Background: an optimization exercise with open tools, aiming at a short achievable clock period and few clock cycles. Do not read the settings as production practice. In this exercise RTL edits were held to simulation tests only and were not proved equivalent to the original.

## v6
==> flow/design.v (excerpt) <==
module mipsPipeline (
	input  logic             clk,
	input  logic             rstN,
	output logic [32-1:0] imemAddr,
	input  logic [32-1:0] imemData,
	output logic [32-1:0] dataAddr,
	output logic [32-1:0] dataWdata,
	output logic             dataWrite,
	input  logic [32-1:0] dataRdata
);
	logic [32-1:0]       pc;
	logic                   dValid;
	logic                   dJumped;   
	logic                   dSame;     
	logic [32-1:0]       dInstr;
	logic [32-1:0]       dPc4;
	logic [32-1:0]  dRsSel;    
	logic [32-1:0]  dRtSel;
	logic                   dStall;    
	logic [6:0]             dSelA;     
	logic [6:0]             dSelB;
	logic [6:0]             dSelRt;
	logic                   dUseImm;
	logic [32-1:0]       dImmB;
	logic [4:0]             dOps;      
	logic                   dIsLw, dIsSw, dCondBeq, dWe;
	logic [5-1:0] dDest;
	logic                   eWe;       
	logic                   eLoad;     
	logic                   eStore;
	logic                   eBranch;   
	logic                   eOff1;     
	logic                   eStLd;     
	logic                   eOpAdd, eOpSub, eOpAnd, eOpOr, eOpSlt;
	logic                   eInv;      
	logic [5-1:0] eDest;
	logic [32-1:0]       eA;
	logic [32-1:0]       eB;
	logic [32-1:0]       eRt;
  ...
export LEC_CHECK = 0
export ABC_CLOCK_PERIOD_IN_PS = 10
export CAP_MARGIN = 20
export CORE_MARGIN = 2
export CORE_UTILIZATION = 40
export SETUP_SLACK_MARGIN = 5.0
export SLEW_MARGIN = 20
export SYNTH_HIERARCHICAL = 1
export SYNTH_MINIMUM_KEEP_SIZE = 0
create_clock -name core_clock -period 7.5 [get_ports {clk}]
standard.sh (not shown) runs the stock make flow with config.mk's settings and CLKGATE_MAP_FILE= SYNTH_SCRIPT=/design/flow/synth_recipe.tcl, a recipe that flattens the netlist after the stock synthesis.
==> flow/flow/run.sh <==
#!/bin/bash
# Layout flow: the standard ORFS flow (standard.sh: the standard
# synthesis script and steps), with these settings changed:
#  - port buffers are buf_6 instead of the default delay-buffer cell,
#  - timing repair may change a cell's footprint, and
#  - the cells in flow/dont_use.txt (4-input OR/NOR, 5-input AOI/OAI,
#    majority and adder cells; slow or hard to optimise around) are added
#    to the platform's don't-use list, so synthesis maps to other gates.
# make's full output goes to flow_make.log in this folder; ORFS keeps each
# step's log under orfs/logs/.
set -euo pipefail
here=$(pwd)
{
	echo "include $here/config.mk"
	echo "export BUFFER_PORTS_ARGS = -buffer_cell sky130_fd_sc_hd__buf_6"
	echo "export DONT_USE_CELLS = $(tr '\n' ' ' < "$here/flow/dont_use.txt")"
} > "$here/flow_config.mk"
bash standard.sh \
	"DESIGN_CONFIG=$here/flow_config.mk" \
	"MATCH_CELL_FOOTPRINT=0" \
	finish > flow_make.log 2>&1
Other scripts of this flow, unchanged in this note and not shown: flow/flow/dont_use.txt
Testbench counts of v6, summed over its fixed seeds: cycles 57,175.
Input changes introduced in v7 (baseline for comparison: v6):
--- a/flow/design.v
+++ b/flow/design.v
@@ -30,24 +30,22 @@
 	end
 endmodule
 `timescale 1ns/1ns
 module executeStage (
 	input  logic [32-1:0] eA,
 	input  logic [32-1:0] eB,
 	input  logic             eOpAdd,
 	input  logic             eOpSub,
 	input  logic             eOpAnd,
 	input  logic             eOpOr,
 	input  logic             eOpSlt,
-	input  logic             eInv,    
-	input  logic             nInv,    
 	input  logic [6:0]       selA,
 	input  logic [6:0]       selB,    
 	input  logic [6:0]       selRt,
 	input  logic             useImm,
 	input  logic [32-1:0] imm,
 	input  logic [32-1:0] mwVal,
 	input  logic [32-1:0] rfA,
 	input  logic [32-1:0] rfB,
 	output logic [32-1:0] alu,
 	output logic [32-1:0] nextA,     
 	output logic [32-1:0] nextB,     
@@ -70,48 +68,53 @@
 					pn[i] = p[i] & p[i - (1 << l)];
 				end else begin
 					gn[i] = g[i];
 					pn[i] = p[i];
 				end
 			end
 			g = gn;
 			p = pn;
 		end
 		ksAdd = {g[32-1], p0 ^ {g[32-2:0], cin}};
 	endfunction
-	logic [32:0]   sumC;
-	logic [32-1:0] sum, andR, orR;
+	logic [32:0]   sumC, diffC, ltC;
+	logic [32-1:0] sum, diff, andR, orR;
 	logic             lt;
-	assign sumC  = ksAdd(eA, eB, eInv);
+	assign sumC  = ksAdd(eA, eB, 1'b0);
+	assign diffC = ksAdd(eA, ~eB, 1'b1);
+	assign ltC   = ksAdd({~eA[32-1], eA[32-2:0]}, {eB[32-1], ~eB[32-2:0]}, 1'b1);
 	assign sum   = sumC[32-1:0];
-	assign lt    = (eA[32-1] ^ ~eB[32-1]) ? eA[32-1] : sum[32-1];
+	assign diff  = diffC[32-1:0];
+	assign lt    = !ltC[32];
 	assign andR  = eA & eB;
 	assign orR   = eA | eB;
-	assign alu = ({32{eOpAdd || eOpSub}} & sum) |
+	assign alu = ({32{eOpAdd}} & sum) |
+	             ({32{eOpSub}} & diff) |
 	             ({32{eOpAnd}} & andR) |
 	             ({32{eOpOr}}  & orR) |
 	             {{(32-1){1'b0}}, eOpSlt & lt};
 	function automatic logic [32-1:0] pickOp(
 		input logic [6:0]       sel,
 		input logic [32-1:0] rf
 	);
-		pickOp = ({32{sel[6] || sel[5]}} & sum) |
+		pickOp = ({32{sel[6]}} & sum) |
+		         ({32{sel[5]}} & diff) |
 		         ({32{sel[4]}} & andR) |
 		         ({32{sel[3]}} & orR) |
 		         {{(32-1){1'b0}}, sel[2] & lt} |
 		         ({32{sel[1]}} & mwVal) |
 		         ({32{sel[0]}} & rf);
 	endfunction
 	assign nextA  = pickOp(selA, rfA);
 	assign nextRt = pickOp(selRt, rfB);
-	assign nextB  = (pickOp(selB, rfB) | ({32{useImm}} & imm)) ^ {32{nInv}};
+	assign nextB  = pickOp(selB, rfB) | ({32{useImm}} & imm);
 endmodule
 module branchUnit (
 	input  logic [32-1:0] eA,
 	input  logic [32-1:0] eB,
 	input  logic             eBranch,
 	input  logic             eOff1,
 	input  logic             dJumped,   
 	output logic             taken,
 	output logic             exRedirect
 );
 	assign taken      = eBranch && eA == eB;
@@ -311,23 +314,22 @@
 	logic [32-1:0]       dImmB;
 	logic [4:0]             dOps;      
 	logic                   dIsLw, dIsSw, dCondBeq, dWe;
 	logic [5-1:0] dDest;
 	logic                   eWe;       
 	logic                   eLoad;     
 	logic                   eStore;
 	logic                   eBranch;   
 	logic                   eOff1;     
 	logic                   eStLd;     
 	logic                   eOpAdd, eOpSub, eOpAnd, eOpOr, eOpSlt;
-	logic                   eInv;      
 	logic [5-1:0] eDest;
 	logic [32-1:0]       eA;
 	logic [32-1:0]       eB;
 	logic [32-1:0]       eRt;
 	logic [32-1:0]       eTarget;
 	logic                   mWe;
 	logic                   mLoad;
 	logic                   mWrite;
 	logic [5-1:0] mDest;
 	logic [32-1:0]       mRes;
 	logic [32-1:0]       mSt;
@@ -368,24 +370,22 @@
 	);
 	logic [32-1:0] alu, nextA, nextB, nextRt;
 	logic             taken, exRedirect;
 	executeStage ex (
 		.eA     (eA),
 		.eB     (eB),
 		.eOpAdd (eOpAdd),
 		.eOpSub (eOpSub),
 		.eOpAnd (eOpAnd),
 		.eOpOr  (eOpOr),
 		.eOpSlt (eOpSlt),
-		.eInv   (eInv),
-		.nInv   (opSub || opSlt),
 		.selA   (dSelA),
 		.selB   (dSelB),
 		.selRt  (dSelRt),
 		.useImm (dUseImm),
 		.imm    (dImmB),
 		.mwVal  (mwVal),
 		.rfA    (rfA),
 		.rfB    (rfB),
 		.alu    (alu),
 		.nextA  (nextA),
 		.nextB  (nextB),
@@ -515,23 +515,22 @@
 			eDest   <= dest;
 		end
 	end
 	always_ff @(posedge clk) begin
 		eOff1   <= imm16 == 16'h0001;
 		eStLd   <= isSw && eLoad && eDest == rt;
 		eOpAdd  <= opAdd;
 		eOpSub  <= opSub;
 		eOpAnd  <= opAnd;
 		eOpOr   <= opOr;
 		eOpSlt  <= opSlt;
-		eInv    <= opSub || opSlt;
 		eA      <= nextA;
 		eB      <= nextB;
 		eRt     <= nextRt;
 		eTarget <= dTarget;
 	end
 	always_ff @(posedge clk or negedge rstN) begin
 		if (!rstN) begin
 			mWe    <= 1'b0;
 			mLoad  <= 1'b0;
 			mWrite <= 1'b0;
 			mDest  <= '0;
## What came out
Floorplan check, v7 vs v6: die outline larger in v7
v6 -> v7: number of clock sinks flat
The lower non-clock buffer count came out of v6.
v7 ended up with sky130_fd_sc_hd__nand4_1 as its critical path's slowest cell; v6 ended up with sky130_fd_sc_hd__a211o_4.
Looking only at utilization, and setting everything else aside, the lower value of v6 and v7 goes to v6.
Of the two values seen for destination of the critical timing path, eB[28]$_DFF_P_ was produced by v6 and eA[11]$_DFF_P_ by v7.
Changes observed in v7 relative to v6: data required time at the worst endpoint now sits at about the same level; area occupied by multi-input gates up about 5.6%.
Testbench counts of v7, summed over its fixed seeds: cycles 57,175.

## separate check: timing with driven ports
No port has a modelled driver above. Below, the same layouts with a new extraction and two added sets of constraints. Step 1 assumes that a clkbuf_16 drives the clock port and a buf_2 every other input. Step 2 also shifts input and output timing later by t, the mid clock arrival at the registers, as if the neighbouring blocks saw the same clock. Three values: no drivers, after step 1, after step 2; two values: the first two.
| run | t (ns) | setup slack, ns | worst setup path after step 2 | latest minus earliest clock arrival (ns) | cell pins on the clock port's net |
|---|---|---|---|---|---|
| v6 | 0.909 | 4.509 / 4.483 / 3.992 | input to register | 0.070 / 0.069 | 1 |
| v7 | 0.899 | 4.494 / 4.494 / 4.071 | input to register | 0.040 / 0.040 | 1 |
After both steps setup and hold are still met in every run listed. For v6, which loses most, drivers alone change the setup slack by -0.026 ns; drivers and shift together by -0.517 ns.
